Background: an optimization exercise with open tools, aiming at small area and a short achievable clock period. Do not read the settings as production practice. Function was not checked in any run shown here: the RTL went through the layout flow alone.

## flow/design.v (module list and top-level ports; edited modules follow where they fit)
// module chroma_upsampler: 33 lines
// module chroma_taps: 744 lines
// module chroma_interp: 443 lines
// module rgb_converter: 2171 lines
// module luma_scale: 398 lines
// module yuv_to_rgb_core: 180 lines
module yuv_to_rgb_core (
	input  logic                CLOCK_50_I,
	input  logic                resetn,
	input  logic                pair_strobe,
	input  pixel_pkg::sample_t  y_even,
	input  pixel_pkg::sample_t  y_odd,
	input  pixel_pkg::sample_t  u_in,
	input  pixel_pkg::sample_t  v_in,
	output logic                rgb_strobe,
	output pixel_pkg::channel_t r_even,
	output pixel_pkg::channel_t g_even,
	output pixel_pkg::channel_t b_even,
	output pixel_pkg::channel_t r_odd,
	output pixel_pkg::channel_t g_odd,
	output pixel_pkg::channel_t b_odd
);
  // ...
==> flow/flow/run.sh <==
#!/bin/bash
# Standard layout, with one extra step between synthesis and floorplan:
# flow/polarity.py re-polarises the full-adder cells of the standard
# synthesis netlist to drop the inverters synthesis leaves between them.
# Each tool's output goes to a log of its own in this folder.
set -e
R=orfs/results/$FLOW_PLATFORM/yuv_to_rgb_core/base
bash standard.sh synth > 1_synth_std.log 2>&1
cp $R/1_2_yosys.v 1_2_yosys_std.v
python3 flow/polarity.py 1_2_yosys_std.v $R/1_2_yosys.v > polarity.log 2>&1
export SETUP_SLACK_MARGIN=7.7
# Port buffers: a plain buffer rather than the delay cell buffer_ports picks
export BUFFER_PORTS_ARGS="-buffer_cell sky130_fd_sc_hd__buf_2"
bash standard.sh finish > finish.log 2>&1
==> flow/flow/polarity.py <==
#!/usr/bin/env python3
"""Re-polarise full adders in a flat Yosys netlist of sky130 cells.

A full adder is self-dual: FA(~a, ~b, ~c) = (~sum, ~cout).  Synthesis leaves
many inverters between adder cells; this pass chooses, for every fa cell,
whether it computes its signals true or complemented, so that as few nets as
possible need an inverter, then rebuilds the inverters.  The logic function
of every port and register input is unchanged.

usage: polarity.py IN.v OUT.v"""
import re
import sys

INV_RE = re.compile(r"^sky130_fd_sc_hd__inv_\d+$")
FA_RE = re.compile(r"^sky130_fd_sc_hd__fa_\d+$")
OUT_PINS = {"X", "Y", "Q", "Q_N", "SUM", "COUT", "HI", "LO", "GCLK"}

src = open(sys.argv[1]).read()

mod_start = src.index("module ")
body_start = src.index(";", mod_start) + 1
end_idx = src.rindex("endmodule")
header = src[:body_start]
body = src[body_start:end_idx]

# statements of the module body, split on ';' outside of parentheses is not
# needed: yosys writes one statement per ';'
stmts = [s for s in body.split(";")]
cell_re = re.compile(r"^\s*(sky130_fd_sc_hd__\w+)\s+(\S+)\s*\((.*)\)\s*$", re.S)
pin_re = re.compile(r"\.(\w+)\(\s*(.*?)\s*\)\s*(?:,|$)", re.S)

cells = []      # [type, name, {pin: net}]
other = []      # statements kept verbatim (declarations, assigns)
port_nets = set()
for s in stmts:
    st = s.strip()
    if not st:
        continue
    m = cell_re.match(st)
    if m:
        pins = {}
        for p, n in pin_re.findall(m.group(3)):
            pins[p] = n.strip()
        cells.append([m.group(1), m.group(2), pins])
    else:
        other.append(s)
        mm = re.match(r"^\s*(input|output|inout)\s+(\[[^\]]*\]\s*)?(.+)$", st, re.S)
        if mm:
            port_nets.add(mm.group(3).strip())

def base(net):
    # port 'foo' referenced as 'foo[3]'
    b = re.sub(r"\s*\[\d+\]$", "", net)
    return b

# nets named in assigns are left alone
assign_nets = set()
for s in other:
    if s.strip().startswith("assign"):
        for tok in re.findall(r"(\\\S+|[A-Za-z_][\w$.]*(?:\s*\[\d+\])?)", s.strip()[6:]):
            assign_nets.add(tok.strip())
            assign_nets.add(base(tok.strip()))

def fixed_net(net):
    return net in port_nets or base(net) in port_nets or net in assign_nets or base(net) in assign_nets

driver = {}
for ci, (t, name, pins) in enumerate(cells):
    for p, n in pins.items():
        if p in OUT_PINS:
            driver[n] = (ci, p)

# inverters that can be dissolved: input and output are plain internal nets
inv_of = {}   # output net -> input net
dissolve = set()
for ci, (t, name, pins) in enumerate(cells):
    if INV_RE.match(t) and "A" in pins and "Y" in pins and not fixed_net(pins["Y"]):
        inv_of[pins["Y"]] = pins["A"]
        dissolve.add(ci)

def root_of(net):
    par = 0
    seen = 0
    while net in inv_of and seen < 100:
        net = inv_of[net]
        par ^= 1
        seen += 1
    return net, par

# an adder whose output is a port or named in an assign keeps its polarity
fa_cells = [ci for ci, c in enumerate(cells) if FA_RE.match(c[0])
            and not any(fixed_net(n) for p, n in c[2].items() if p in OUT_PINS)]
is_fa = set(fa_cells)
fa_in = ("A", "B", "CIN")
fa_out = ("SUM", "COUT")

# consumer pins: (cell, pin) -> (root, parity)
cons = {}
for ci, (t, name, pins) in enumerate(cells):
    if ci in dissolve:
        continue
    for p, n in pins.items():
        if p in OUT_PINS:
            continue
        cons[(ci, p)] = root_of(n)
# inverters kept (fixed outputs) consume as normal cells: already covered

# polarity per fa cell
pol = {ci: 0 for ci in fa_cells}

def drv_pol(root):
    d = driver.get(root)
    if d and d[0] in is_fa:
        return pol[d[0]]
    return 0

# the FA outputs root nets: which roots does each FA drive
fa_roots = {ci: [cells[ci][2][p] for p in fa_out if p in cells[ci][2]] for ci in fa_cells}
root_cons = {}
for k, (r, par) in cons.items():
    root_cons.setdefault(r, []).append(k)

def need(k):
    ci, p = k
    r, par = cons[k]
    if ci in is_fa and p in fa_in:
        return par ^ pol[ci]
    return par

def root_cost(r):
    dp = drv_pol(r)
    for k in root_cons.get(r, []):
        if need(k) != dp:
            return 1
    return 0

def fa_touch(ci):
    rs = set(fa_roots[ci])
    for p in fa_in:
        if (ci, p) in cons:
            rs.add(cons[(ci, p)][0])
    return rs

def total():
    return sum(root_cost(r) for r in root_cons)

before = total()
touch = {ci: fa_touch(ci) for ci in fa_cells}


def delta(ci):
    rs = touch[ci]
    c0 = sum(root_cost(r) for r in rs)
    pol[ci] ^= 1
    c1 = sum(root_cost(r) for r in rs)
    pol[ci] ^= 1
    return c1 - c0


def descend():
    improved = True
    while improved:
        improved = False
        for ci in fa_cells:
            if delta(ci) < 0:
                pol[ci] ^= 1
                improved = True


# greedy descent, then annealing that accepts sideways and rare uphill moves
import random
rng = random.Random(1)
descend()
best_cost = total()
best = dict(pol)
cur = best_cost
temp = 1.0
for step in range(200000):
    ci = fa_cells[rng.randrange(len(fa_cells))]
    d = delta(ci)
    if d <= 0 or rng.random() < pow(2.718, -d / temp):
        pol[ci] ^= 1
        cur += d
        if cur < best_cost:
            best_cost = cur
            best = dict(pol)
    temp = max(0.05, 1.0 - step / 150000.0)
pol.update(best)
descend()
after = total()

# rebuild: FA polarity flip means its logical output root now carries the
# complement on the same net; every consumer pin gets the net or a shared
# inverter of it
new_inv = {}
out_cells = []
ninv = 0
def inv_net(r):
    global ninv
    if r not in new_inv:
        nm = f"_pol_n{ninv}_"
        new_inv[r] = nm
        ninv += 1
    return new_inv[r]

for ci, (t, name, pins) in enumerate(cells):
    if ci in dissolve:
        continue
    newpins = dict(pins)
    for p in pins:
        if p in OUT_PINS:
            continue
        r, par = cons[(ci, p)]
        if need((ci, p)) == drv_pol(r):
            newpins[p] = r
        else:
            newpins[p] = inv_net(r)
    out_cells.append((t, name, newpins))

def esc(n):
    # escaped identifiers end at white space
    return n + " " if n.startswith("\\") else n


lines = [header]
for s in other:
    lines.append(s + ";")
for r, nm in new_inv.items():
    lines.append(f"\n  wire {nm};")
for i, (r, nm) in enumerate(new_inv.items()):
    lines.append(f"\n  sky130_fd_sc_hd__inv_1 _pol_i{i}_ (\n    .A({esc(r)}),\n    .Y({nm})\n  );")
for t, name, pins in out_cells:
    pl = ",\n".join(f"    .{p}({esc(n)})" for p, n in pins.items())
    lines.append(f"\n  {t} {name} (\n{pl}\n  );")
lines.append("\nendmodule\n")
open(sys.argv[2], "w").write("".join(lines))
flipped = sum(pol.values())
sys.stderr.write(f"polarity: {len(fa_cells)} fa cells, {flipped} flipped; "
                 f"inverters {len(dissolve)} dissolved, {len(new_inv)} rebuilt "
                 f"(complemented nets {before} -> {after})\n")
==> flow/standard.sh <==
#!/bin/bash
# synth_recipe.tcl (not shown) runs the flow's synth.tcl, then flattens the netlist and writes it again
# the make line also repeats each setting of config.mk as NAME=value (left out here)
make -C /OpenROAD-flow-scripts/flow DESIGN_CONFIG=/design/flow/config.mk WORK_HOME=/design/flow/orfs CLKGATE_MAP_FILE= SYNTH_SCRIPT=/design/flow/synth_recipe.tcl "${@:-finish}"
==> flow/config.mk <==
export PLATFORM = sky130hd
export DESIGN_NAME = yuv_to_rgb_core
export DESIGN_NICKNAME = yuv_to_rgb_core
export VERILOG_FILES = /design/flow/design.v
export SDC_FILE = /design/flow/constraint.sdc
export NUM_CORES = 4
export LEC_CHECK = 0
export ABC_AREA = 1
export CAP_MARGIN = 20
export CORE_MARGIN = 2
export CORE_UTILIZATION = 40
export SLEW_MARGIN = 20
==> flow/constraint.sdc <==
create_clock -name core_clock -period 11.5 [get_ports {CLOCK_50_I}]
set_input_delay 2.3000 -clock core_clock [delete_from_list [all_inputs] [get_ports {CLOCK_50_I}]]
set_output_delay 2.3000 -clock core_clock [all_outputs]
set_load 0.01 [all_outputs]
==> impl_summary.txt, run 1 <==
----------------------------------------------------
[Outcome]
  Status ... timing/DRC/antenna clean

[Floorplanning]
  Area of the die ... 0.0779 mm2
  Tap cell instance count ... 969

[Clock network]
  Clock root buffer ... sky130_fd_sc_hd__clkbuf_16
  Clock latency (worst-skew pair) ... 0.60 ns
  Total CTS buffers ... 47
  CTS Hold Bufs ... 0

[Detailed routing]
  Highest metal used ... met4
  Remaining number of nets flagged by the antenna check after routing ... 0
  Initial DRT Pass Iterations ... 5
  Met1 WL ... 29900 um
  Number of vias per cell ... 4.76
  Length of routed met2 wiring ... 33200 um
  1st-iter DRT viols ... 958

[Critical path]
  Termination of the worst setup path ... v_q_s1[9]
  CP required ... 11.95 ns
  CP arrival ... 4.36 ns
  Crit end category ... flip-flop

[Flow run]
  Total of max-cap violations ... 0

[Worst hold path]
  Class of the tightest hold or removal check ... reg2reg

[Placement]
  Global placer's final weighted congestion ... 0.895

[STA]
  Final cycle utilization of the critical path ... 34.0%

[Layout]
  Clkbuf count ... 64

[Global routing]
  Met1 layer usage reported by global route ... 22.8%
  Met2 capacity usage during global routing ... 30.6%

----------------------------------------------------
==> inputs of run 2 (changes only) <==
--- a/flow/design.v
+++ b/flow/design.v
@@ -53,76 +53,75 @@
 	input  logic [7:0] c_0,
 	input  logic [7:0] c_p1,
 	input  logic [7:0] c_p2,
 	input  logic [7:0] c_p3,
 	output logic [9:0] q,
 	output logic [9:0] r,
 	output logic [9:0] s
 );
-	logic [8:0] s2;
-	logic s2_0;
-	logic s2_1;
-	logic s2_2;
-	logic s2_3;
-	logic s2_4;
-	logic s2_5;
-	logic s2_6;
-	logic s2_7;
-	logic s2_8;
-	logic s2_9;
-	logic s2_10;
-	logic s2_11;
-	logic s2_12;
-	logic s2_13;
-	logic s2_14;
-	logic s2_15;
-	logic s2_16;
-	logic s2_17;
-	logic s2_18;
-	logic s2_19;
-	logic s2_20;
-	logic s2_21;
-	logic s2_22;
-	logic s2_23;
-	logic s2_24;
-	logic s2_25;
-	logic s2_26;
-	logic s2_27;
-	logic s2_28;
-	logic s2_29;
-	logic s2_30;
-	logic s2_31;
-	logic s2_32;
-	logic s2_33;
-	logic s2_34;
-	logic s2_35;
-	logic s2_36;
-	logic s2_37;
-	logic s2_38;
-	logic s2_39;
-	logic s2_40;
-	logic s2_41;
-	logic s2_42;
-	logic s2_43;
-	logic s2_44;
-	logic s2_45;
-	logic s2_46;
-	logic s2_47;
-	logic s2_48;
-	logic s2_49;
-	logic s2_50;
-	logic s2_51;
-	logic s2_52;
-	logic s2_53;
-	logic s2_54;
-	logic s2_55;
-	logic s2_56;
-	logic s2_57;
-	logic s2_58;
+	logic s3_0;
+	logic s3_1;
+	logic s3_2;
+	logic s3_3;
+	logic s3_4;
+	logic s3_5;
+	logic s3_6;
+	logic s3_7;
+	logic s3_8;
+	logic s3_9;
+	logic s3_10;
+	logic s3_11;
+	logic s3_12;
+	logic s3_13;
+	logic s3_14;
+	logic s3_15;
+	logic s3_16;
+	logic s3_17;
+	logic s3_18;
+	logic s3_19;
+	logic s3_20;
+	logic s3_21;
+	logic s3_22;
+	logic s3_23;
+	logic s3_24;
+	logic s3_25;
+	logic s3_26;
+	logic s3_27;
+	logic s3_28;
+	logic s3_29;
+	logic s3_30;
+	logic s3_31;
+	logic s3_32;
+	logic s3_33;
+	logic s3_34;
+	logic s3_35;
+	logic s3_36;
+	logic s3_37;
+	logic s3_38;
+	logic s3_39;
+	logic s3_40;
+	logic s3_41;
+	logic s3_42;
+	logic s3_43;
+	logic s3_44;
+	logic s3_45;
+	logic s3_46;
+	logic s3_47;
+	logic s3_48;
+	logic s3_49;
+	logic s3_50;
+	logic s3_51;
+	logic s3_52;
+	logic s3_53;
+	logic s3_54;
+	logic s3_55;
+	logic s3_56;
+	logic s3_57;
+	logic s3_58;
 	logic s3_59;
 	logic s3_60;
 	logic s3_61;
 	logic s3_62;
 	logic s3_63;
 	logic s3_64;
 	logic s3_65;
 	logic s3_66;
@@ -133,75 +132,75 @@
 	logic s3_71;
 	logic s3_72;
 	logic s3_73;
 	logic s3_74;
 	logic s3_75;
 	logic s3_76;
 	logic s3_77;
 	logic s3_78;
-	logic s3_79;
-	logic s3_80;
-	logic s3_81;
-	logic s3_82;
-	logic s3_83;
-	logic s3_84;
-	logic s3_85;
-	logic s3_86;
-	logic s3_87;
-	logic s3_88;
-	logic s3_89;
-	logic s3_90;
-	logic s3_91;
-	logic s3_92;
-	logic s3_93;
-	logic s3_94;
-	logic s3_95;
-	logic s3_96;
-	logic s3_97;
-	logic s3_98;
-	logic s3_99;
-	logic s3_100;
-	logic s3_101;
-	logic s3_102;
-	logic s3_103;
-	logic s3_104;
-	logic s3_105;
-	logic s3_106;
-	logic s3_107;
-	logic s3_108;
-	logic s3_109;
-	logic s3_110;
-	logic s3_111;
-	logic s3_112;
-	logic s3_113;
-	logic s3_114;
-	logic s3_115;
-	logic s3_116;
-	logic s3_117;
-	logic s3_118;
-	logic s3_119;
-	logic s3_120;
-	logic s3_121;
-	logic s3_122;
-	logic s3_123;
-	logic s3_124;
-	logic s3_125;
-	logic s3_126;
-	logic s3_127;
-	logic s3_128;
-	logic s3_129;
-	logic s3_130;
-	logic s3_131;
-	logic s3_132;
-	logic s3_133;
-	logic s3_134;
-	logic s3_135;
-	logic s3_136;
-	logic s3_137;
+	logic q_79;
+	logic q_80;
+	logic q_81;
+	logic q_82;
+	logic q_83;
+	logic q_84;
+	logic q_85;
+	logic q_86;
+	logic q_87;
+	logic q_88;
+	logic q_89;
+	logic q_90;
+	logic q_91;
+	logic q_92;
+	logic q_93;
+	logic q_94;
+	logic q_95;
+	logic q_96;
+	logic q_97;
+	logic q_98;
+	logic q_99;
+	logic q_100;
+	logic q_101;
+	logic q_102;
+	logic q_103;
+	logic q_104;
+	logic q_105;
+	logic q_106;
+	logic q_107;
+	logic q_108;
+	logic q_109;
+	logic q_110;
+	logic q_111;
+	logic q_112;
+	logic q_113;
+	logic q_114;
+	logic q_115;
+	logic q_116;
+	logic q_117;
+	logic q_118;
+	logic q_119;
+	logic q_120;
+	logic q_121;
+	logic q_122;
+	logic q_123;
+	logic q_124;
+	logic q_125;
+	logic q_126;
+	logic q_127;
+	logic q_128;
+	logic q_129;
+	logic q_130;
+	logic q_131;
+	logic q_132;
+	logic q_133;
+	logic q_134;
+	logic q_135;
+	logic q_136;
+	logic q_137;
 	logic q_138;
 	logic q_139;
 	logic q_140;
 	logic q_141;
 	logic q_142;
 	logic q_143;
 	logic q_144;
 	logic q_145;
@@ -251,61 +250,61 @@
 	logic q_189;
 	logic q_190;
 	logic q_191;
 	logic q_192;
 	logic q_193;
 	logic q_194;
 	logic q_195;
 	logic q_196;
-	logic q_197;
-	logic q_198;
-	logic q_199;
-	logic q_200;
-	logic q_201;
-	logic q_202;
-	logic q_203;
-	logic q_204;
-	logic q_205;
-	logic q_206;
-	logic q_207;
-	logic q_208;
-	logic q_209;
-	logic q_210;
-	logic q_211;
-	logic q_212;
-	logic q_213;
-	logic q_214;
-	logic q_215;
-	logic q_216;
-	logic q_217;
-	logic q_218;
-	logic q_219;
-	logic q_220;
-	logic q_221;
-	logic q_222;
-	logic q_223;
-	logic q_224;
-	logic q_225;
-	logic q_226;
-	logic q_227;
-	logic q_228;
-	logic q_229;
-	logic q_230;
-	logic q_231;
-	logic q_232;
-	logic q_233;
-	logic q_234;
-	logic q_235;
-	logic q_236;
-	logic q_237;
-	logic q_238;
-	logic q_239;
-	logic q_240;
-	logic q_241;
+	logic r_197;
+	logic r_198;
+	logic r_199;
+	logic r_200;
+	logic r_201;
+	logic r_202;
+	logic r_203;
+	logic r_204;
+	logic r_205;
+	logic r_206;
+	logic r_207;
+	logic r_208;
+	logic r_209;
+	logic r_210;
+	logic r_211;
+	logic r_212;
+	logic r_213;
+	logic r_214;
+	logic r_215;
+	logic r_216;
+	logic r_217;
+	logic r_218;
+	logic r_219;
+	logic r_220;
+	logic r_221;
+	logic r_222;
+	logic r_223;
+	logic r_224;
+	logic r_225;
+	logic r_226;
+	logic r_227;
+	logic r_228;
+	logic r_229;
+	logic r_230;
+	logic r_231;
+	logic r_232;
+	logic r_233;
+	logic r_234;
+	logic r_235;
+	logic r_236;
+	logic r_237;
+	logic r_238;
+	logic r_239;
+	logic r_240;
+	logic r_241;
 	logic r_242;
 	logic r_243;
 	logic r_244;
 	logic r_245;
 	logic r_246;
 	logic r_247;
 	logic r_248;
 	logic r_249;
@@ -369,432 +368,361 @@
 	logic r_307;
 	logic r_308;
 	logic r_309;
 	logic r_310;
 	logic r_311;
 	logic r_312;
 	logic r_313;
 	logic r_314;
-	logic r_315;
-	logic r_316;
-	logic r_317;
-	logic r_318;
-	logic r_319;
-	logic r_320;
-	logic r_321;
-	logic r_322;
-	logic r_323;
-	logic r_324;
-	logic r_325;
-	logic r_326;
-	logic r_327;
-	logic r_328;
-	logic r_329;
-	logic r_330;
-	logic r_331;
-	logic r_332;
-	logic r_333;
-	logic r_334;
-	logic r_335;
-	logic r_336;
-	logic r_337;
-	logic r_338;
-	logic r_339;
-	logic r_340;
-	logic r_341;
-	logic r_342;
-	logic r_343;
-	logic r_344;
-	logic r_345;
-	assign s2_0 = c_m1[0] & c_p2[0];
-	assign s2_1 = c_m1[0] ^ c_p2[0];
-	assign s2_2 = c_m1[1] & c_p2[1];
-	assign s2_3 = c_m1[1] ^ c_p2[1];
-	assign s2_4 = c_m1[2] & c_p2[2];
-	assign s2_5 = c_m1[2] ^ c_p2[2];
-	assign s2_6 = c_m1[3] & c_p2[3];
-	assign s2_7 = c_m1[3] ^ c_p2[3];
-	assign s2_8 = c_m1[4] & c_p2[4];
-	assign s2_9 = c_m1[4] ^ c_p2[4];
-	assign s2_10 = c_m1[5] & c_p2[5];
-	assign s2_11 = c_m1[5] ^ c_p2[5];
-	assign s2_12 = c_m1[6] & c_p2[6];
-	assign s2_13 = c_m1[6] ^ c_p2[6];
-	assign s2_14 = c_m1[7] & c_p2[7];
-	assign s2_15 = c_m1[7] ^ c_p2[7];
-	assign s2_16 = s2_3 & s2_0;
-	assign s2_17 = s2_2 | s2_16;
-	assign s2_18 = s2_3 & s2_1;
-	assign s2_19 = s2_7 & s2_4;
-	assign s2_20 = s2_6 | s2_19;
-	assign s2_21 = s2_7 & s2_5;
-	assign s2_22 = s2_11 & s2_8;
-	assign s2_23 = s2_10 | s2_22;
-	assign s2_24 = s2_11 & s2_9;
-	assign s2_25 = s2_15 & s2_12;
-	assign s2_26 = s2_14 | s2_25;
-	assign s2_27 = s2_15 & s2_13;
-	assign s2_28 = s2_5 & s2_17;
-	assign s2_29 = s2_4 | s2_28;
-	assign s2_30 = s2_5 & s2_18;
-	assign s2_31 = s2_21 & s2_17;
-	assign s2_32 = s2_20 | s2_31;
-	assign s2_33 = s2_21 & s2_18;
-	assign s2_34 = s2_13 & s2_23;
-	assign s2_35 = s2_12 | s2_34;
-	assign s2_36 = s2_13 & s2_24;
-	assign s2_37 = s2_27 & s2_23;
-	assign s2_38 = s2_26 | s2_37;
-	assign s2_39 = s2_27 & s2_24;
-	assign s2_40 = s2_9 & s2_32;
-	assign s2_41 = s2_8 | s2_40;
-	assign s2_42 = s2_9 & s2_33;
-	assign s2_43 = s2_24 & s2_32;
-	assign s2_44 = s2_23 | s2_43;
-	assign s2_45 = s2_24 & s2_33;
-	assign s2_46 = s2_36 & s2_32;
-	assign s2_47 = s2_35 | s2_46;
-	assign s2_48 = s2_36 & s2_33;
-	assign s2_49 = s2_39 & s2_32;
-	assign s2_50 = s2_38 | s2_49;
-	assign s2_51 = s2_39 & s2_33;
-	assign s2_52 = s2_3 ^ s2_0;
-	assign s2_53 = s2_5 ^ s2_17;
-	assign s2_54 = s2_7 ^ s2_29;
-	assign s2_55 = s2_9 ^ s2_32;
-	assign s2_56 = s2_11 ^ s2_41;
-	assign s2_57 = s2_13 ^ s2_44;
-	assign s2_58 = s2_15 ^ s2_47;
-	assign s3_59 = ~c_0[0];
-	assign s3_60 = c_0[1] ^ c_p1[1];
-	assign s3_61 = c_0[1] & c_p1[1];
-	assign s3_62 = c_0[2] ^ c_p1[2];
-	assign s3_63 = c_0[2] & c_p1[2];
-	assign s3_64 = ~(c_0[3] ^ c_p1[3]);
-	assign s3_65 = c_0[3] | c_p1[3];
-	assign s3_66 = c_0[4] ^ c_p1[4];
-	assign s3_67 = c_0[4] & c_p1[4];
-	assign s3_68 = ~(c_0[5] ^ c_p1[5]);
-	assign s3_69 = c_0[5] | c_p1[5];
-	assign s3_70 = c_0[6] ^ c_p1[6];
-	assign s3_71 = c_0[6] & c_p1[6];
-	assign s3_72 = c_0[7] ^ c_p1[7];
-	assign s3_73 = c_0[7] & c_p1[7];
-	assign s3_74 = s3_59 & c_p1[0];
-	assign s3_75 = s3_59 ^ c_p1[0];
-	assign s3_76 = s3_60 & c_0[0];
-	assign s3_77 = s3_60 ^ c_0[0];
-	assign s3_78 = s3_62 & s3_61;
-	assign s3_79 = s3_62 ^ s3_61;
-	assign s3_80 = s3_64 & s3_63;
-	assign s3_81 = s3_64 ^ s3_63;
-	assign s3_82 = s3_66 & s3_65;
-	assign s3_83 = s3_66 ^ s3_65;
-	assign s3_84 = s3_68 & s3_67;
-	assign s3_85 = s3_68 ^ s3_67;
-	assign s3_86 = s3_70 & s3_69;
-	assign s3_87 = s3_70 ^ s3_69;
-	assign s3_88 = s3_72 & s3_71;
-	assign s3_89 = s3_72 ^ s3_71;
-	assign s3_90 = ~s3_73;
-	assign s3_91 = s3_77 & s3_74;
-	assign s3_92 = s3_76 | s3_91;
-	assign s3_93 = s3_77 & s3_75;
-	assign s3_94 = s3_81 & s3_78;
-	assign s3_95 = s3_80 | s3_94;
-	assign s3_96 = s3_81 & s3_79;
-	assign s3_97 = s3_85 & s3_82;
-	assign s3_98 = s3_84 | s3_97;
-	assign s3_99 = s3_85 & s3_83;
-	assign s3_100 = s3_89 & s3_86;
-	assign s3_101 = s3_88 | s3_100;
-	assign s3_102 = s3_89 & s3_87;
-	assign s3_103 = s3_79 & s3_92;
-	assign s3_104 = s3_78 | s3_103;
-	assign s3_105 = s3_79 & s3_93;
-	assign s3_106 = s3_96 & s3_92;
-	assign s3_107 = s3_95 | s3_106;
-	assign s3_108 = s3_96 & s3_93;
-	assign s3_109 = s3_87 & s3_98;
-	assign s3_110 = s3_86 | s3_109;
-	assign s3_111 = s3_87 & s3_99;
-	assign s3_112 = s3_102 & s3_98;
-	assign s3_113 = s3_101 | s3_112;
-	assign s3_114 = s3_102 & s3_99;
-	assign s3_115 = s3_83 & s3_107;
-	assign s3_116 = s3_82 | s3_115;
-	assign s3_117 = s3_83 & s3_108;
-	assign s3_118 = s3_99 & s3_107;
-	assign s3_119 = s3_98 | s3_118;
-	assign s3_120 = s3_99 & s3_108;
-	assign s3_121 = s3_111 & s3_107;
-	assign s3_122 = s3_110 | s3_121;
-	assign s3_123 = s3_111 & s3_108;
-	assign s3_124 = s3_114 & s3_107;
-	assign s3_125 = s3_113 | s3_124;
-	assign s3_126 = s3_114 & s3_108;
-	assign s3_127 = s3_90 & s3_125;
-	assign s3_128 = s3_73 | s3_127;
-	assign s3_129 = s3_90 & s3_126;
-	assign s3_130 = s3_77 ^ s3_74;
-	assign s3_131 = s3_79 ^ s3_92;
-	assign s3_132 = s3_81 ^ s3_104;
-	assign s3_133 = s3_83 ^ s3_107;
-	assign s3_134 = s3_85 ^ s3_116;
-	assign s3_135 = s3_87 ^ s3_119;
-	assign s3_136 = s3_89 ^ s3_122;
-	assign s3_137 = s3_90 ^ s3_125;
-	assign q_138 = ~c_m2[0];
-	assign q_139 = c_m2[1] ^ c_p3[1];
-	assign q_140 = c_m2[1] & c_p3[1];
-	assign q_141 = c_m2[2] ^ c_p3[2];
-	assign q_142 = c_m2[2] & c_p3[2];
-	assign q_143 = c_m2[3] ^ c_p3[3];
-	assign q_144 = c_m2[3] & c_p3[3];
-	assign q_145 = c_m2[4] ^ c_p3[4];
-	assign q_146 = c_m2[4] & c_p3[4];
-	assign q_147 = c_m2[5] ^ c_p3[5];
-	assign q_148 = c_m2[5] & c_p3[5];
-	assign q_149 = c_m2[6] ^ c_p3[6];
-	assign q_150 = c_m2[6] & c_p3[6];
-	assign q_151 = c_m2[7] ^ c_p3[7];
-	assign q_152 = c_m2[7] & c_p3[7];
-	assign q_153 = q_138 ^ c_p3[0];
-	assign q_154 = q_138 & c_p3[0];
-	assign q_155 = q_139 ^ ~s2[1] ^ c_m2[0];
-	assign q_156 = (q_139 & ~s2[1]) | (q_139 & c_m2[0]) | (~s2[1] & c_m2[0]);
-	assign q_157 = q_141 ^ ~s2[2] ^ q_140;
-	assign q_158 = (q_141 & ~s2[2]) | (q_141 & q_140) | (~s2[2] & q_140);
-	assign q_159 = q_143 ^ ~s2[3] ^ q_142;
-	assign q_160 = (q_143 & ~s2[3]) | (q_143 & q_142) | (~s2[3] & q_142);
-	assign q_161 = q_145 ^ ~s2[4] ^ q_144;
-	assign q_162 = (q_145 & ~s2[4]) | (q_145 & q_144) | (~s2[4] & q_144);
-	assign q_163 = q_147 ^ ~s2[5] ^ q_146;
-	assign q_164 = (q_147 & ~s2[5]) | (q_147 & q_146) | (~s2[5] & q_146);
-	assign q_165 = q_149 ^ ~s2[6] ^ q_148;
-	assign q_166 = (q_149 & ~s2[6]) | (q_149 & q_148) | (~s2[6] & q_148);
-	assign q_167 = q_151 ^ ~s2[7] ^ q_150;
-	assign q_168 = (q_151 & ~s2[7]) | (q_151 & q_150) | (~s2[7] & q_150);
-	assign q_169 = ~s2[8] ^ q_152;
-	assign q_170 = ~s2[8] & q_152;
-	assign q_171 = q_153 & ~s2[0];
-	assign q_172 = q_153 ^ ~s2[0];
-	assign q_173 = q_155 & q_154;
-	assign q_174 = q_155 ^ q_154;
-	assign q_175 = q_157 & q_156;
-	assign q_176 = q_157 ^ q_156;
-	assign q_177 = q_159 & q_158;
-	assign q_178 = q_159 ^ q_158;
-	assign q_179 = q_161 & q_160;
-	assign q_180 = q_161 ^ q_160;
-	assign q_181 = q_163 & q_162;
-	assign q_182 = q_163 ^ q_162;
-	assign q_183 = q_165 & q_164;
-	assign q_184 = q_165 ^ q_164;
-	assign q_185 = q_167 & q_166;
-	assign q_186 = q_167 ^ q_166;
-	assign q_187 = q_169 & q_168;
-	assign q_188 = q_169 ^ q_168;
-	assign q_189 = q_174 & q_171;
-	assign q_190 = q_173 | q_189;
-	assign q_191 = q_174 & q_172;
-	assign q_192 = q_178 & q_175;
-	assign q_193 = q_177 | q_192;
-	assign q_194 = q_178 & q_176;
-	assign q_195 = q_182 & q_179;
-	assign q_196 = q_181 | q_195;
-	assign q_197 = q_182 & q_180;
-	assign q_198 = q_186 & q_183;
-	assign q_199 = q_185 | q_198;
-	assign q_200 = q_186 & q_184;
-	assign q_201 = q_170 & q_187;
-	assign q_202 = q_170 & q_188;
-	assign q_203 = q_176 & q_190;
-	assign q_204 = q_175 | q_203;
-	assign q_205 = q_176 & q_191;
-	assign q_206 = q_194 & q_190;
-	assign q_207 = q_193 | q_206;
-	assign q_208 = q_194 & q_191;
-	assign q_209 = q_184 & q_196;
-	assign q_210 = q_183 | q_209;
-	assign q_211 = q_184 & q_197;
-	assign q_212 = q_200 & q_196;
-	assign q_213 = q_199 | q_212;
-	assign q_214 = q_200 & q_197;
-	assign q_215 = q_180 & q_207;
-	assign q_216 = q_179 | q_215;
-	assign q_217 = q_180 & q_208;
-	assign q_218 = q_197 & q_207;
-	assign q_219 = q_196 | q_218;
-	assign q_220 = q_197 & q_208;
-	assign q_221 = q_211 & q_207;
-	assign q_222 = q_210 | q_221;
-	assign q_223 = q_211 & q_208;
-	assign q_224 = q_214 & q_207;
-	assign q_225 = q_213 | q_224;
-	assign q_226 = q_214 & q_208;
-	assign q_227 = q_188 & q_225;
-	assign q_228 = q_187 | q_227;
-	assign q_229 = q_188 & q_226;
-	assign q_230 = q_202 & q_225;
-	assign q_231 = q_201 | q_230;
-	assign q_232 = q_202 & q_226;
-	assign q_233 = q_174 ^ q_171;
-	assign q_234 = q_176 ^ q_190;
-	assign q_235 = q_178 ^ q_204;
-	assign q_236 = q_180 ^ q_207;
-	assign q_237 = q_182 ^ q_216;
-	assign q_238 = q_184 ^ q_219;
-	assign q_239 = q_186 ^ q_222;
-	assign q_240 = q_188 ^ q_225;
-	assign q_241 = q_170 ^ q_228;
-	assign r_242 = ~c_0[0];
-	assign r_243 = c_0[1] ^ c_p1[1];
-	assign r_244 = c_0[1] & c_p1[1];
-	assign r_245 = c_0[2] ^ c_p1[2];
-	assign r_246 = c_0[2] & c_p1[2];
-	assign r_247 = c_0[3] ^ c_p1[3];
-	assign r_248 = c_0[3] & c_p1[3];
-	assign r_249 = c_0[4] ^ c_p1[4];
-	assign r_250 = c_0[4] & c_p1[4];
-	assign r_251 = c_0[5] ^ c_p1[5];
-	assign r_252 = c_0[5] & c_p1[5];
-	assign r_253 = c_0[6] ^ c_p1[6];
-	assign r_254 = c_0[6] & c_p1[6];
-	assign r_255 = c_0[7] ^ c_p1[7];
-	assign r_256 = c_0[7] & c_p1[7];
-	assign r_257 = r_242 ^ c_p1[0];
-	assign r_258 = r_242 & c_p1[0];
-	assign r_259 = r_243 ^ ~s2[1] ^ c_0[0];
-	assign r_260 = (r_243 & ~s2[1]) | (r_243 & c_0[0]) | (~s2[1] & c_0[0]);
-	assign r_261 = r_245 ^ ~s2[2] ^ r_244;
-	assign r_262 = (r_245 & ~s2[2]) | (r_245 & r_244) | (~s2[2] & r_244);
-	assign r_263 = r_247 ^ ~s2[3] ^ r_246;
-	assign r_264 = (r_247 & ~s2[3]) | (r_247 & r_246) | (~s2[3] & r_246);
-	assign r_265 = r_249 ^ ~s2[4] ^ r_248;
-	assign r_266 = (r_249 & ~s2[4]) | (r_249 & r_248) | (~s2[4] & r_248);
-	assign r_267 = r_251 ^ ~s2[5] ^ r_250;
-	assign r_268 = (r_251 & ~s2[5]) | (r_251 & r_250) | (~s2[5] & r_250);
-	assign r_269 = r_253 ^ ~s2[6] ^ r_252;
-	assign r_270 = (r_253 & ~s2[6]) | (r_253 & r_252) | (~s2[6] & r_252);
-	assign r_271 = r_255 ^ ~s2[7] ^ r_254;
-	assign r_272 = (r_255 & ~s2[7]) | (r_255 & r_254) | (~s2[7] & r_254);
-	assign r_273 = ~s2[8] ^ r_256;
-	assign r_274 = ~s2[8] & r_256;
-	assign r_275 = r_257 & ~s2[0];
-	assign r_276 = r_257 ^ ~s2[0];
-	assign r_277 = r_259 & r_258;
-	assign r_278 = r_259 ^ r_258;
-	assign r_279 = r_261 & r_260;
-	assign r_280 = r_261 ^ r_260;
-	assign r_281 = r_263 & r_262;
-	assign r_282 = r_263 ^ r_262;
-	assign r_283 = r_265 & r_264;
-	assign r_284 = r_265 ^ r_264;
-	assign r_285 = r_267 & r_266;
-	assign r_286 = r_267 ^ r_266;
-	assign r_287 = r_269 & r_268;
-	assign r_288 = r_269 ^ r_268;
-	assign r_289 = r_271 & r_270;
-	assign r_290 = r_271 ^ r_270;
-	assign r_291 = r_273 & r_272;
-	assign r_292 = r_273 ^ r_272;
-	assign r_293 = r_278 & r_275;
-	assign r_294 = r_277 | r_293;
-	assign r_295 = r_278 & r_276;
-	assign r_296 = r_282 & r_279;
-	assign r_297 = r_281 | r_296;
-	assign r_298 = r_282 & r_280;
-	assign r_299 = r_286 & r_283;
-	assign r_300 = r_285 | r_299;
-	assign r_301 = r_286 & r_284;
-	assign r_302 = r_290 & r_287;
-	assign r_303 = r_289 | r_302;
-	assign r_304 = r_290 & r_288;
-	assign r_305 = r_274 & r_291;
-	assign r_306 = r_274 & r_292;
-	assign r_307 = r_280 & r_294;
-	assign r_308 = r_279 | r_307;
-	assign r_309 = r_280 & r_295;
-	assign r_310 = r_298 & r_294;
-	assign r_311 = r_297 | r_310;
-	assign r_312 = r_298 & r_295;
-	assign r_313 = r_288 & r_300;
-	assign r_314 = r_287 | r_313;
-	assign r_315 = r_288 & r_301;
-	assign r_316 = r_304 & r_300;
-	assign r_317 = r_303 | r_316;
-	assign r_318 = r_304 & r_301;
-	assign r_319 = r_284 & r_311;
-	assign r_320 = r_283 | r_319;
-	assign r_321 = r_284 & r_312;
-	assign r_322 = r_301 & r_311;
-	assign r_323 = r_300 | r_322;
-	assign r_324 = r_301 & r_312;
-	assign r_325 = r_315 & r_311;
-	assign r_326 = r_314 | r_325;
-	assign r_327 = r_315 & r_312;
-	assign r_328 = r_318 & r_311;
-	assign r_329 = r_317 | r_328;
-	assign r_330 = r_318 & r_312;
-	assign r_331 = r_292 & r_329;
-	assign r_332 = r_291 | r_331;
-	assign r_333 = r_292 & r_330;
-	assign r_334 = r_306 & r_329;
-	assign r_335 = r_305 | r_334;
-	assign r_336 = r_306 & r_330;
-	assign r_337 = r_278 ^ r_275;
-	assign r_338 = r_280 ^ r_294;
-	assign r_339 = r_282 ^ r_308;
-	assign r_340 = r_284 ^ r_311;
-	assign r_341 = r_286 ^ r_320;
-	assign r_342 = r_288 ^ r_323;
-	assign r_343 = r_290 ^ r_326;
-	assign r_344 = r_292 ^ r_329;
-	assign r_345 = r_274 ^ r_332;
-	assign s2[0] = s2_1;
-	assign s2[1] = s2_52;
-	assign s2[2] = s2_53;
-	assign s2[3] = s2_54;
-	assign s2[4] = s2_55;
-	assign s2[5] = s2_56;
-	assign s2[6] = s2_57;
-	assign s2[7] = s2_58;
-	assign s2[8] = s2_50;
-	assign q[0] = q_172;
-	assign q[1] = q_233;
-	assign q[2] = q_234;
-	assign q[3] = q_235;
-	assign q[4] = q_236;
-	assign q[5] = q_237;
-	assign q[6] = q_238;
-	assign q[7] = q_239;
-	assign q[8] = q_240;
-	assign q[9] = q_241;
-	assign r[0] = r_276;
-	assign r[1] = r_337;
-	assign r[2] = r_338;
-	assign r[3] = r_339;
-	assign r[4] = r_340;
-	assign r[5] = r_341;
-	assign r[6] = r_342;
-	assign r[7] = r_343;
-	assign r[8] = r_344;
-	assign r[9] = r_345;
-	assign s[0] = s3_75;
-	assign s[1] = s3_130;
-	assign s[2] = s3_131;
-	assign s[3] = s3_132;
-	assign s[4] = s3_133;
-	assign s[5] = s3_134;
-	assign s[6] = s3_135;
-	assign s[7] = s3_136;
-	assign s[8] = s3_137;
-	assign s[9] = s3_128;
+	assign s3_0 = ~c_0[0];
+	assign s3_1 = c_0[1] ^ c_p1[1];
+	assign s3_2 = c_0[1] & c_p1[1];
+	assign s3_3 = c_0[2] ^ c_p1[2];
+	assign s3_4 = c_0[2] & c_p1[2];
+	assign s3_5 = ~(c_0[3] ^ c_p1[3]);
+	assign s3_6 = c_0[3] | c_p1[3];
+	assign s3_7 = c_0[4] ^ c_p1[4];
+	assign s3_8 = c_0[4] & c_p1[4];
+	assign s3_9 = ~(c_0[5] ^ c_p1[5]);
+	assign s3_10 = c_0[5] | c_p1[5];
+	assign s3_11 = c_0[6] ^ c_p1[6];
+	assign s3_12 = c_0[6] & c_p1[6];
+	assign s3_13 = c_0[7] ^ c_p1[7];
+	assign s3_14 = c_0[7] & c_p1[7];
+	assign s3_15 = s3_0 & c_p1[0];
+	assign s3_16 = s3_0 ^ c_p1[0];
+	assign s3_17 = s3_1 & c_0[0];
+	assign s3_18 = s3_1 ^ c_0[0];
+	assign s3_19 = s3_3 & s3_2;
+	assign s3_20 = s3_3 ^ s3_2;
+	assign s3_21 = s3_5 & s3_4;
+	assign s3_22 = s3_5 ^ s3_4;
+	assign s3_23 = s3_7 & s3_6;
+	assign s3_24 = s3_7 ^ s3_6;
+	assign s3_25 = s3_9 & s3_8;
+	assign s3_26 = s3_9 ^ s3_8;
+	assign s3_27 = s3_11 & s3_10;
+	assign s3_28 = s3_11 ^ s3_10;
+	assign s3_29 = s3_13 & s3_12;
+	assign s3_30 = s3_13 ^ s3_12;
+	assign s3_31 = ~s3_14;
+	assign s3_32 = s3_18 & s3_15;
+	assign s3_33 = s3_17 | s3_32;
+	assign s3_34 = s3_18 & s3_16;
+	assign s3_35 = s3_22 & s3_19;
+	assign s3_36 = s3_21 | s3_35;
+	assign s3_37 = s3_22 & s3_20;
+	assign s3_38 = s3_26 & s3_23;
+	assign s3_39 = s3_25 | s3_38;
+	assign s3_40 = s3_26 & s3_24;
+	assign s3_41 = s3_30 & s3_27;
+	assign s3_42 = s3_29 | s3_41;
+	assign s3_43 = s3_30 & s3_28;
+	assign s3_44 = s3_20 & s3_33;
+	assign s3_45 = s3_19 | s3_44;
+	assign s3_46 = s3_20 & s3_34;
+	assign s3_47 = s3_37 & s3_33;
+	assign s3_48 = s3_36 | s3_47;
+	assign s3_49 = s3_37 & s3_34;
+	assign s3_50 = s3_28 & s3_39;
+	assign s3_51 = s3_27 | s3_50;
+	assign s3_52 = s3_28 & s3_40;
+	assign s3_53 = s3_43 & s3_39;
+	assign s3_54 = s3_42 | s3_53;
+	assign s3_55 = s3_43 & s3_40;
+	assign s3_56 = s3_24 & s3_48;
+	assign s3_57 = s3_23 | s3_56;
+	assign s3_58 = s3_24 & s3_49;
+	assign s3_59 = s3_40 & s3_48;
+	assign s3_60 = s3_39 | s3_59;
+	assign s3_61 = s3_40 & s3_49;
+	assign s3_62 = s3_52 & s3_48;
+	assign s3_63 = s3_51 | s3_62;
+	assign s3_64 = s3_52 & s3_49;
+	assign s3_65 = s3_55 & s3_48;
+	assign s3_66 = s3_54 | s3_65;
+	assign s3_67 = s3_55 & s3_49;
+	assign s3_68 = s3_31 & s3_66;
+	assign s3_69 = s3_14 | s3_68;
+	assign s3_70 = s3_31 & s3_67;
+	assign s3_71 = s3_18 ^ s3_15;
+	assign s3_72 = s3_20 ^ s3_33;
+	assign s3_73 = s3_22 ^ s3_45;
+	assign s3_74 = s3_24 ^ s3_48;
+	assign s3_75 = s3_26 ^ s3_57;
+	assign s3_76 = s3_28 ^ s3_60;
+	assign s3_77 = s3_30 ^ s3_63;
+	assign s3_78 = s3_31 ^ s3_66;
+	assign q_79 = ~c_m2[1];
+	assign q_80 = c_m2[2] ^ c_p3[2];
+	assign q_81 = c_m2[2] & c_p3[2];
+	assign q_82 = c_m2[3] ^ c_p3[3];
+	assign q_83 = c_m2[3] & c_p3[3];
+	assign q_84 = c_m2[4] ^ c_p3[4];
+	assign q_85 = c_m2[4] & c_p3[4];
+	assign q_86 = c_m2[5] ^ c_p3[5];
+	assign q_87 = c_m2[5] & c_p3[5];
+	assign q_88 = c_m2[6] ^ c_p3[6];
+	assign q_89 = c_m2[6] & c_p3[6];
+	assign q_90 = c_m2[7] ^ c_p3[7];
+	assign q_91 = c_m2[7] & c_p3[7];
+	assign q_92 = c_m2[0] ^ c_p3[0];
+	assign q_93 = c_m2[0] & c_p3[0];
+	assign q_94 = q_79 ^ c_p3[1] ^ ~c_m1[1];
+	assign q_95 = (q_79 & c_p3[1]) | (q_79 & ~c_m1[1]) | (c_p3[1] & ~c_m1[1]);
+	assign q_96 = q_80 ^ ~c_m1[2] ^ ~c_p2[2];
+	assign q_97 = (q_80 & ~c_m1[2]) | (q_80 & ~c_p2[2]) | (~c_m1[2] & ~c_p2[2]);
+	assign q_98 = q_82 ^ ~c_m1[3] ^ ~c_p2[3];
+	assign q_99 = (q_82 & ~c_m1[3]) | (q_82 & ~c_p2[3]) | (~c_m1[3] & ~c_p2[3]);
+	assign q_100 = q_84 ^ ~c_m1[4] ^ ~c_p2[4];
+	assign q_101 = (q_84 & ~c_m1[4]) | (q_84 & ~c_p2[4]) | (~c_m1[4] & ~c_p2[4]);
+	assign q_102 = q_86 ^ ~c_m1[5] ^ ~c_p2[5];
+	assign q_103 = (q_86 & ~c_m1[5]) | (q_86 & ~c_p2[5]) | (~c_m1[5] & ~c_p2[5]);
+	assign q_104 = q_88 ^ ~c_m1[6] ^ ~c_p2[6];
+	assign q_105 = (q_88 & ~c_m1[6]) | (q_88 & ~c_p2[6]) | (~c_m1[6] & ~c_p2[6]);
+	assign q_106 = q_90 ^ ~c_m1[7] ^ ~c_p2[7];
+	assign q_107 = (q_90 & ~c_m1[7]) | (q_90 & ~c_p2[7]) | (~c_m1[7] & ~c_p2[7]);
+	assign q_108 = q_92 ^ ~c_m1[0];
+	assign q_109 = q_92 & ~c_m1[0];
+	assign q_110 = q_94 ^ ~c_p2[1] ^ q_93;
+	assign q_111 = (q_94 & ~c_p2[1]) | (q_94 & q_93) | (~c_p2[1] & q_93);
+	assign q_112 = q_96 ^ c_m2[1] ^ q_95;
+	assign q_113 = (q_96 & c_m2[1]) | (q_96 & q_95) | (c_m2[1] & q_95);
+	assign q_114 = q_98 ^ q_81 ^ q_97;
+	assign q_115 = (q_98 & q_81) | (q_98 & q_97) | (q_81 & q_97);
+	assign q_116 = q_100 ^ q_83 ^ q_99;
+	assign q_117 = (q_100 & q_83) | (q_100 & q_99) | (q_83 & q_99);
+	assign q_118 = q_102 ^ q_85 ^ q_101;
+	assign q_119 = (q_102 & q_85) | (q_102 & q_101) | (q_85 & q_101);
+	assign q_120 = q_104 ^ q_87 ^ q_103;
+	assign q_121 = (q_104 & q_87) | (q_104 & q_103) | (q_87 & q_103);
+	assign q_122 = q_106 ^ q_89 ^ q_105;
+	assign q_123 = (q_106 & q_89) | (q_106 & q_105) | (q_89 & q_105);
+	assign q_124 = q_91 ^ q_107;
+	assign q_125 = q_91 & q_107;
+	assign q_126 = q_108 & ~c_p2[0];
+	assign q_127 = q_108 ^ ~c_p2[0];
+	assign q_128 = q_110 & q_109;
+	assign q_129 = q_110 ^ q_109;
+	assign q_130 = q_112 & q_111;
+	assign q_131 = q_112 ^ q_111;
+	assign q_132 = q_114 & q_113;
+	assign q_133 = q_114 ^ q_113;
+	assign q_134 = q_116 & q_115;
+	assign q_135 = q_116 ^ q_115;
+	assign q_136 = q_118 & q_117;
+	assign q_137 = q_118 ^ q_117;
+	assign q_138 = q_120 & q_119;
+	assign q_139 = q_120 ^ q_119;
+	assign q_140 = q_122 & q_121;
+	assign q_141 = q_122 ^ q_121;
+	assign q_142 = q_124 & q_123;
+	assign q_143 = q_124 ^ q_123;
+	assign q_144 = q_129 & q_126;
+	assign q_145 = q_128 | q_144;
+	assign q_146 = q_129 & q_127;
+	assign q_147 = q_133 & q_130;
+	assign q_148 = q_132 | q_147;
+	assign q_149 = q_133 & q_131;
+	assign q_150 = q_137 & q_134;
+	assign q_151 = q_136 | q_150;
+	assign q_152 = q_137 & q_135;
+	assign q_153 = q_141 & q_138;
+	assign q_154 = q_140 | q_153;
+	assign q_155 = q_141 & q_139;
+	assign q_156 = q_125 & q_142;
+	assign q_157 = q_125 & q_143;
+	assign q_158 = q_131 & q_145;
+	assign q_159 = q_130 | q_158;
+	assign q_160 = q_131 & q_146;
+	assign q_161 = q_149 & q_145;
+	assign q_162 = q_148 | q_161;
+	assign q_163 = q_149 & q_146;
+	assign q_164 = q_139 & q_151;
+	assign q_165 = q_138 | q_164;
+	assign q_166 = q_139 & q_152;
+	assign q_167 = q_155 & q_151;
+	assign q_168 = q_154 | q_167;
+	assign q_169 = q_155 & q_152;
+	assign q_170 = q_135 & q_162;
+	assign q_171 = q_134 | q_170;
+	assign q_172 = q_135 & q_163;
+	assign q_173 = q_152 & q_162;
+	assign q_174 = q_151 | q_173;
+	assign q_175 = q_152 & q_163;
+	assign q_176 = q_166 & q_162;
+	assign q_177 = q_165 | q_176;
+	assign q_178 = q_166 & q_163;
+	assign q_179 = q_169 & q_162;
+	assign q_180 = q_168 | q_179;
+	assign q_181 = q_169 & q_163;
+	assign q_182 = q_143 & q_180;
+	assign q_183 = q_142 | q_182;
+	assign q_184 = q_143 & q_181;
+	assign q_185 = q_157 & q_180;
+	assign q_186 = q_156 | q_185;
+	assign q_187 = q_157 & q_181;
+	assign q_188 = q_129 ^ q_126;
+	assign q_189 = q_131 ^ q_145;
+	assign q_190 = q_133 ^ q_159;
+	assign q_191 = q_135 ^ q_162;
+	assign q_192 = q_137 ^ q_171;
+	assign q_193 = q_139 ^ q_174;
+	assign q_194 = q_141 ^ q_177;
+	assign q_195 = q_143 ^ q_180;
+	assign q_196 = q_125 ^ q_183;
+	assign r_197 = ~c_0[1];
+	assign r_198 = c_0[2] ^ c_p1[2];
+	assign r_199 = c_0[2] & c_p1[2];
+	assign r_200 = c_0[3] ^ c_p1[3];
+	assign r_201 = c_0[3] & c_p1[3];
+	assign r_202 = c_0[4] ^ c_p1[4];
+	assign r_203 = c_0[4] & c_p1[4];
+	assign r_204 = c_0[5] ^ c_p1[5];
+	assign r_205 = c_0[5] & c_p1[5];
+	assign r_206 = c_0[6] ^ c_p1[6];
+	assign r_207 = c_0[6] & c_p1[6];
+	assign r_208 = c_0[7] ^ c_p1[7];
+	assign r_209 = c_0[7] & c_p1[7];
+	assign r_210 = c_0[0] ^ c_p1[0];
+	assign r_211 = c_0[0] & c_p1[0];
+	assign r_212 = r_197 ^ c_p1[1] ^ ~c_m1[1];
+	assign r_213 = (r_197 & c_p1[1]) | (r_197 & ~c_m1[1]) | (c_p1[1] & ~c_m1[1]);
+	assign r_214 = r_198 ^ ~c_m1[2] ^ ~c_p2[2];
+	assign r_215 = (r_198 & ~c_m1[2]) | (r_198 & ~c_p2[2]) | (~c_m1[2] & ~c_p2[2]);
+	assign r_216 = r_200 ^ ~c_m1[3] ^ ~c_p2[3];
+	assign r_217 = (r_200 & ~c_m1[3]) | (r_200 & ~c_p2[3]) | (~c_m1[3] & ~c_p2[3]);
+	assign r_218 = r_202 ^ ~c_m1[4] ^ ~c_p2[4];
+	assign r_219 = (r_202 & ~c_m1[4]) | (r_202 & ~c_p2[4]) | (~c_m1[4] & ~c_p2[4]);
+	assign r_220 = r_204 ^ ~c_m1[5] ^ ~c_p2[5];
+	assign r_221 = (r_204 & ~c_m1[5]) | (r_204 & ~c_p2[5]) | (~c_m1[5] & ~c_p2[5]);
+	assign r_222 = r_206 ^ ~c_m1[6] ^ ~c_p2[6];
+	assign r_223 = (r_206 & ~c_m1[6]) | (r_206 & ~c_p2[6]) | (~c_m1[6] & ~c_p2[6]);
+	assign r_224 = r_208 ^ ~c_m1[7] ^ ~c_p2[7];
+	assign r_225 = (r_208 & ~c_m1[7]) | (r_208 & ~c_p2[7]) | (~c_m1[7] & ~c_p2[7]);
+	assign r_226 = r_210 ^ ~c_m1[0];
+	assign r_227 = r_210 & ~c_m1[0];
+	assign r_228 = r_212 ^ ~c_p2[1] ^ r_211;
+	assign r_229 = (r_212 & ~c_p2[1]) | (r_212 & r_211) | (~c_p2[1] & r_211);
+	assign r_230 = r_214 ^ c_0[1] ^ r_213;
+	assign r_231 = (r_214 & c_0[1]) | (r_214 & r_213) | (c_0[1] & r_213);
+	assign r_232 = r_216 ^ r_199 ^ r_215;
+	assign r_233 = (r_216 & r_199) | (r_216 & r_215) | (r_199 & r_215);
+	assign r_234 = r_218 ^ r_201 ^ r_217;
+	assign r_235 = (r_218 & r_201) | (r_218 & r_217) | (r_201 & r_217);
+	assign r_236 = r_220 ^ r_203 ^ r_219;
+	assign r_237 = (r_220 & r_203) | (r_220 & r_219) | (r_203 & r_219);
+	assign r_238 = r_222 ^ r_205 ^ r_221;
+	assign r_239 = (r_222 & r_205) | (r_222 & r_221) | (r_205 & r_221);
+	assign r_240 = r_224 ^ r_207 ^ r_223;
+	assign r_241 = (r_224 & r_207) | (r_224 & r_223) | (r_207 & r_223);
+	assign r_242 = r_209 ^ r_225;
+	assign r_243 = r_209 & r_225;
+	assign r_244 = r_226 & ~c_p2[0];
+	assign r_245 = r_226 ^ ~c_p2[0];
+	assign r_246 = r_228 & r_227;
+	assign r_247 = r_228 ^ r_227;
+	assign r_248 = r_230 & r_229;
+	assign r_249 = r_230 ^ r_229;
+	assign r_250 = r_232 & r_231;
+	assign r_251 = r_232 ^ r_231;
+	assign r_252 = r_234 & r_233;
+	assign r_253 = r_234 ^ r_233;
+	assign r_254 = r_236 & r_235;
+	assign r_255 = r_236 ^ r_235;
+	assign r_256 = r_238 & r_237;
+	assign r_257 = r_238 ^ r_237;
+	assign r_258 = r_240 & r_239;
+	assign r_259 = r_240 ^ r_239;
+	assign r_260 = r_242 & r_241;
+	assign r_261 = r_242 ^ r_241;
+	assign r_262 = r_247 & r_244;
+	assign r_263 = r_246 | r_262;
+	assign r_264 = r_247 & r_245;
+	assign r_265 = r_251 & r_248;
+	assign r_266 = r_250 | r_265;
+	assign r_267 = r_251 & r_249;
+	assign r_268 = r_255 & r_252;
+	assign r_269 = r_254 | r_268;
+	assign r_270 = r_255 & r_253;
+	assign r_271 = r_259 & r_256;
+	assign r_272 = r_258 | r_271;
+	assign r_273 = r_259 & r_257;
+	assign r_274 = r_243 & r_260;
+	assign r_275 = r_243 & r_261;
+	assign r_276 = r_249 & r_263;
+	assign r_277 = r_248 | r_276;
+	assign r_278 = r_249 & r_264;
+	assign r_279 = r_267 & r_263;
+	assign r_280 = r_266 | r_279;
+	assign r_281 = r_267 & r_264;
+	assign r_282 = r_257 & r_269;
+	assign r_283 = r_256 | r_282;
+	assign r_284 = r_257 & r_270;
+	assign r_285 = r_273 & r_269;
+	assign r_286 = r_272 | r_285;
+	assign r_287 = r_273 & r_270;
+	assign r_288 = r_253 & r_280;
+	assign r_289 = r_252 | r_288;
+	assign r_290 = r_253 & r_281;
+	assign r_291 = r_270 & r_280;
+	assign r_292 = r_269 | r_291;
+	assign r_293 = r_270 & r_281;
+	assign r_294 = r_284 & r_280;
+	assign r_295 = r_283 | r_294;
+	assign r_296 = r_284 & r_281;
+	assign r_297 = r_287 & r_280;
+	assign r_298 = r_286 | r_297;
+	assign r_299 = r_287 & r_281;
+	assign r_300 = r_261 & r_298;
+	assign r_301 = r_260 | r_300;
+	assign r_302 = r_261 & r_299;
+	assign r_303 = r_275 & r_298;
+	assign r_304 = r_274 | r_303;
+	assign r_305 = r_275 & r_299;
+	assign r_306 = r_247 ^ r_244;
+	assign r_307 = r_249 ^ r_263;
+	assign r_308 = r_251 ^ r_277;
+	assign r_309 = r_253 ^ r_280;
+	assign r_310 = r_255 ^ r_289;
+	assign r_311 = r_257 ^ r_292;
+	assign r_312 = r_259 ^ r_295;
+	assign r_313 = r_261 ^ r_298;
+	assign r_314 = r_243 ^ r_301;
+	assign q[0] = q_127;
+	assign q[1] = q_188;
+	assign q[2] = q_189;
+	assign q[3] = q_190;
+	assign q[4] = q_191;
+	assign q[5] = q_192;
+	assign q[6] = q_193;
+	assign q[7] = q_194;
+	assign q[8] = q_195;
+	assign q[9] = q_196;
+	assign r[0] = r_245;
+	assign r[1] = r_306;
+	assign r[2] = r_307;
+	assign r[3] = r_308;
+	assign r[4] = r_309;
+	assign r[5] = r_310;
+	assign r[6] = r_311;
+	assign r[7] = r_312;
+	assign r[8] = r_313;
+	assign r[9] = r_314;
+	assign s[0] = s3_16;
+	assign s[1] = s3_71;
+	assign s[2] = s3_72;
+	assign s[3] = s3_73;
+	assign s[4] = s3_74;
+	assign s[5] = s3_75;
+	assign s[6] = s3_76;
+	assign s[7] = s3_77;
+	assign s[8] = s3_78;
+	assign s[9] = s3_69;
 endmodule
 `default_nettype wire
 `default_nettype none
 module chroma_interp (
 	input  logic [9:0] q,
 	input  logic [9:0] r,
 	input  logic [9:0] s,
 	output logic [7:0] odd
==> flow/flow/run.sh (replaced) <==
#!/bin/bash
# Standard layout, with one extra step between synthesis and floorplan:
# flow/polarity.py re-polarises the full-adder cells of the standard
# synthesis netlist to drop the inverters synthesis leaves between them.
# Each tool's output goes to a log of its own in this folder.
set -e
R=orfs/results/$FLOW_PLATFORM/yuv_to_rgb_core/base
bash standard.sh synth > 1_synth_std.log 2>&1
cp $R/1_2_yosys.v 1_2_yosys_std.v
python3 flow/polarity.py 1_2_yosys_std.v $R/1_2_yosys.v > polarity.log 2>&1
export SETUP_SLACK_MARGIN=8.2
# Port buffers: a plain buffer rather than the delay cell buffer_ports picks
export BUFFER_PORTS_ARGS="-buffer_cell sky130_fd_sc_hd__buf_2"
bash standard.sh finish > finish.log 2>&1
==> impl_summary.txt, run 2 <==
----------------------------------------------------
[Outcome]
  Status ... timing/DRC/antenna clean (unchanged)

[STA]
  Total setup violations reported at the end of the flow ... 0 (unchanged)
  Final cycle utilization of the critical path ... 31.7% (was 34.0%)
  Clock skew after layout ... 0.0213 ns (was 0.0445 ns)
  Final critical delay including setup and external delays ... 3.64 ns (was 3.91 ns)
  Final hold violation count ... 0 (unchanged)
  Transition time at the pin with the least slew margin ... 0.956 ns (was 0.996 ns)
  Remaining max-slew budget at the tightest pin ... 36.3% (was 33.6%)
  Final-report max-slew violation count ... 0 (unchanged)
  Unrepaired setup endpoints after global routing ... yes (unchanged)
  Peak clock frequency supported by timing ... 275 MHz (was 256 MHz)
  Sum of negative setup slack ... 0 ns (unchanged)

[Layout]
  Sequential Area ... 0.00924 mm2 (was 0.00919 mm2)
  Fillers ... 6652 (was 6717)
  Most frequent standard cell in the layout excluding fill and tap cells ... sky130_fd_sc_hd__inv_1 (was sky130_fd_sc_hd__nand2_1)
  Post-layout net count ... 4141 (was 4135)
  Commonest cells after routing, fill and taps aside ... sky130_fd_sc_hd__inv_1, sky130_fd_sc_hd__nand2_1, sky130_fd_sc_hd__fa_1 (was sky130_fd_sc_hd__nand2_1, sky130_fd_sc_hd__inv_1, sky130_fd_sc_hd__ha_1)
  Share of post-route cells with drive strength above 1 ... 26.9% (was 21.7%)
  Final Util ... 50.0% (was 49.0%)
  Combined area of the multi-input logic cells ... 0.0214 mm2 (was 0.0204 mm2)
  Biggest registers after layout ... u_upsampler.win: 40 flops, v_upsampler.win: 40 flops (unchanged)
  Antenna cell count ... 0 (unchanged)
  Layout area overhead ... 24.2% (was 20.9%)

[Global routing]
  Wire length of the first global-routing pass ... 111000 um (was 109000 um)
  Total global-route track usage ... 17.8% (was 17.7%)
  Largest net degree at the start of global routing ... 129 (unchanged)
  Remaining global-route overflow ... 0 (unchanged)
  Number of global-route vias before repair ... 21365 (was 21217)
  Initial antenna violation count ... 1 (was 0)

[Synthesis]
  Syn avg cell area ... 10.3 um2 (about the same)
  Net Count, Synth ... 3818 (was 3805)
  Warnings, synthesis ... 6 (unchanged)
  Number of standard cells after synthesis ... 2946 (was 2943)
  Post-synthesis cell area ... 0.0305 mm2 (was 0.0303 mm2)

[Critical path]
  CP Class ... reg2reg (unchanged)
  Type of element launching the critical path ... flip-flop (unchanged)
  CP required ... 12.04 ns (was 11.95 ns)
  Crit end category ... flip-flop (unchanged)
  Largest fanout of any net on the critical path ... 6 (was 2)
  Delay of the slowest critical-path stage ... 0.57 ns (about the same)
  Slowest stage cell, crit path ... sky130_fd_sc_hd__fa_1 (unchanged)
  CP arrival ... 4.18 ns (was 4.36 ns)
  Cell repeated most along the worst path ... sky130_fd_sc_hd__fa_1 (was sky130_fd_sc_hd__a21o_1)
  Critical path, cell by cell ... buf_12 -> fa_1 -> fa_1 -> fa_1 -> ha_1 -> nand2_1 -> nor2_1 -> a21oi_2 -> nand2_4 -> fa_2 -> inv_1 -> nand3_1 -> nand2_1 -> inv_1 (was ha_2 -> fa_2 -> fa_1 -> inv_2 -> fa_1 -> ha_1 -> a21o_1 -> a21oi_4 -> o21ai_2 -> a21o_1 -> a21o_1 -> fa_2 -> xor2_1)

[Detailed routing]
  Via count ... 20357 (was 20365)
  1st-iter DRT viols ... 976 (was 958)
  Routed wire length per instance ... 15.7 um (was 15.8 um)
  Routed wire length ... 67400 um (was 67600 um)
  Remaining number of nets flagged by the antenna check after routing ... 0 (unchanged)
  DRC errors left ... 0 (unchanged)
  Initial DRT Pass Iterations ... 5 (unchanged)
  Number of vias per cell ... 4.75 (was 4.76)

[Flow run]
  Total of max-cap violations ... 0 (unchanged)

[Placement]
  Port Buf Inserts ... 83 (unchanged)
  Global placer's final weighted congestion ... 0.899 (was 0.895)
  Final HPWL from detailed placement ... 51100 um (was 51800 um)

[Floorplanning]
  Number of ports placed on the die boundary ... 84 (unchanged)
  Area of the die ... 0.0784 mm2 (was 0.0779 mm2)
  Site Rows ... 101 (was 100)
  Vertical die dimension ... 280 um (was 279 um)
  Width of the die ... 280 um (was 279 um)
  Area of the core ... 0.0757 mm2 (was 0.0747 mm2)
  Initial cell density of the core ... 40.3% (was 40.5%)

[Clock network]
  Clock root buffer ... sky130_fd_sc_hd__clkbuf_16 (unchanged)
  Clock latency (worst-skew pair) ... 0.60 ns (about the same)
  TritonCTS clock tree ... built (unchanged)
  Post-CTS clock slew at the launch and capture registers of the worst setup and hold paths ... 0.06 ns (about the same)
  Maximum level of the CTS H-tree ... 2 (unchanged)
  Clock sinks ... 376 (unchanged)
  Buffers from clock root to sink, at most ... 3 (unchanged)
  Total CTS buffers ... 47 (unchanged)

[Worst hold path]
  Class of the tightest hold or removal check ... reg2reg (unchanged)

----------------------------------------------------
==> run 2: path summary, 6_finish.rpt <==
path	startpoint	to	slack, ns	cells past startpoint
min in group asynchronous	resetn	rgb_strobe	1.60	1
max in group asynchronous	resetn	idx[4]	9.59	1
worst max register to register	u_odd_s2[2]	g_odd[0]	7.86	14
worst max-delay path	u_odd_s2[2]	g_odd[0]	7.86	14
worst min-delay path	ly_even[2][5]	y_even_s1[5]	0.34	0
worst min register to register	ly_even[2][5]	y_even_s1[5]	0.34	0
==> run 2: final cells by class <==
class,count,share of cell area (%)
clock inverters,26,0.734
multi-input cells,2027,56.7
clock buffers,62,3.34
repair buffers,283,6.01
flip-flops and latches,376,24.4
well taps,978,3.23
inverters,534,5.61
==> run 2: routing by layer <==
layer / vias to the layer above / track usage [%] / routed length (um)
li1: 10050 / - / -
met1: 9895 / 23.8 / 30500
met2: 315 / 29.8 / 32300
met3: 97 / 3.08 / 2910
met4: 0 / 4.69 / 1670
met5: - / 0 / 0
==> run 2: worst max-delay path, delay by kind of cell, from the launching register on <==
family / cells / cell delay [ns]
adders and majority gates: 5 / 2.37
AOI/OAI and AO/OA: 1 / 0.17
and+or+nand+nor: 5 / 0.40
buffers and inverters: 3 / 0.24
DFF: 1 / 0.38
==> run 2: stage by stage <==
stage	cell area [um2]	instances	hold WS, ns	setup WS (ns)
after floorplan	30900	2946	0.323	7.93
after global placement	32500	4001	0.324	7.63
after detailed placement	32500	4001	0.327	7.58
after CTS	36800	4247	0.341	7.87
after global routing	37900	4286	0.349	7.70
final	37900	4286	0.338	7.86
==> run 2: timing repair <==
| action | 4_1_cts | 5_1_grt |
|---|---|---|
| setup buffers | 157 | 39 |
| endpoints found under the setup margin | 121 | 123 |
| gates resized for setup | 329 | 189 |
| hold buffers | 0 | 0 |
| cloned | 1 | 0 |
| hold endpoints to repair | 0 | 0 |
| pin swaps | 234 | 201 |

## re-timing with driven ports
How much do the figures lean on ideal ports? The routed layouts below were timed once more, with nothing changed but the port constraints.
Step 1, drivers: a clkbuf_16 drives CLOCK_50_I and a buf_2 each remaining input, both assumed.
Step 2 moves the port delays by t, midway between the first and last clock arrival at a register: inputs arrive t later, outputs are due t later. That takes back most of the time a late clock gives input paths.
Three values: ideal, step 1, step 2; two values: the first two.
| run | t (ns) | slack for setup (ns) | worst register clock-pin slew, ns | worst data-port slew with drivers (ns) |
|---|---|---|---|---|
| run 1 | 0.644 | 7.587 / 7.587 / 7.494 | 0.07 / 0.07 | 0.04 |
| run 2 | 0.657 | 7.858 / 7.858 / 7.783 | 0.07 / 0.07 | 0.03 |
After both steps every run listed still meets setup and hold. For run 1, which loses most, drivers alone change the setup slack by 0.000 ns; drivers and shift together by -0.093 ns.
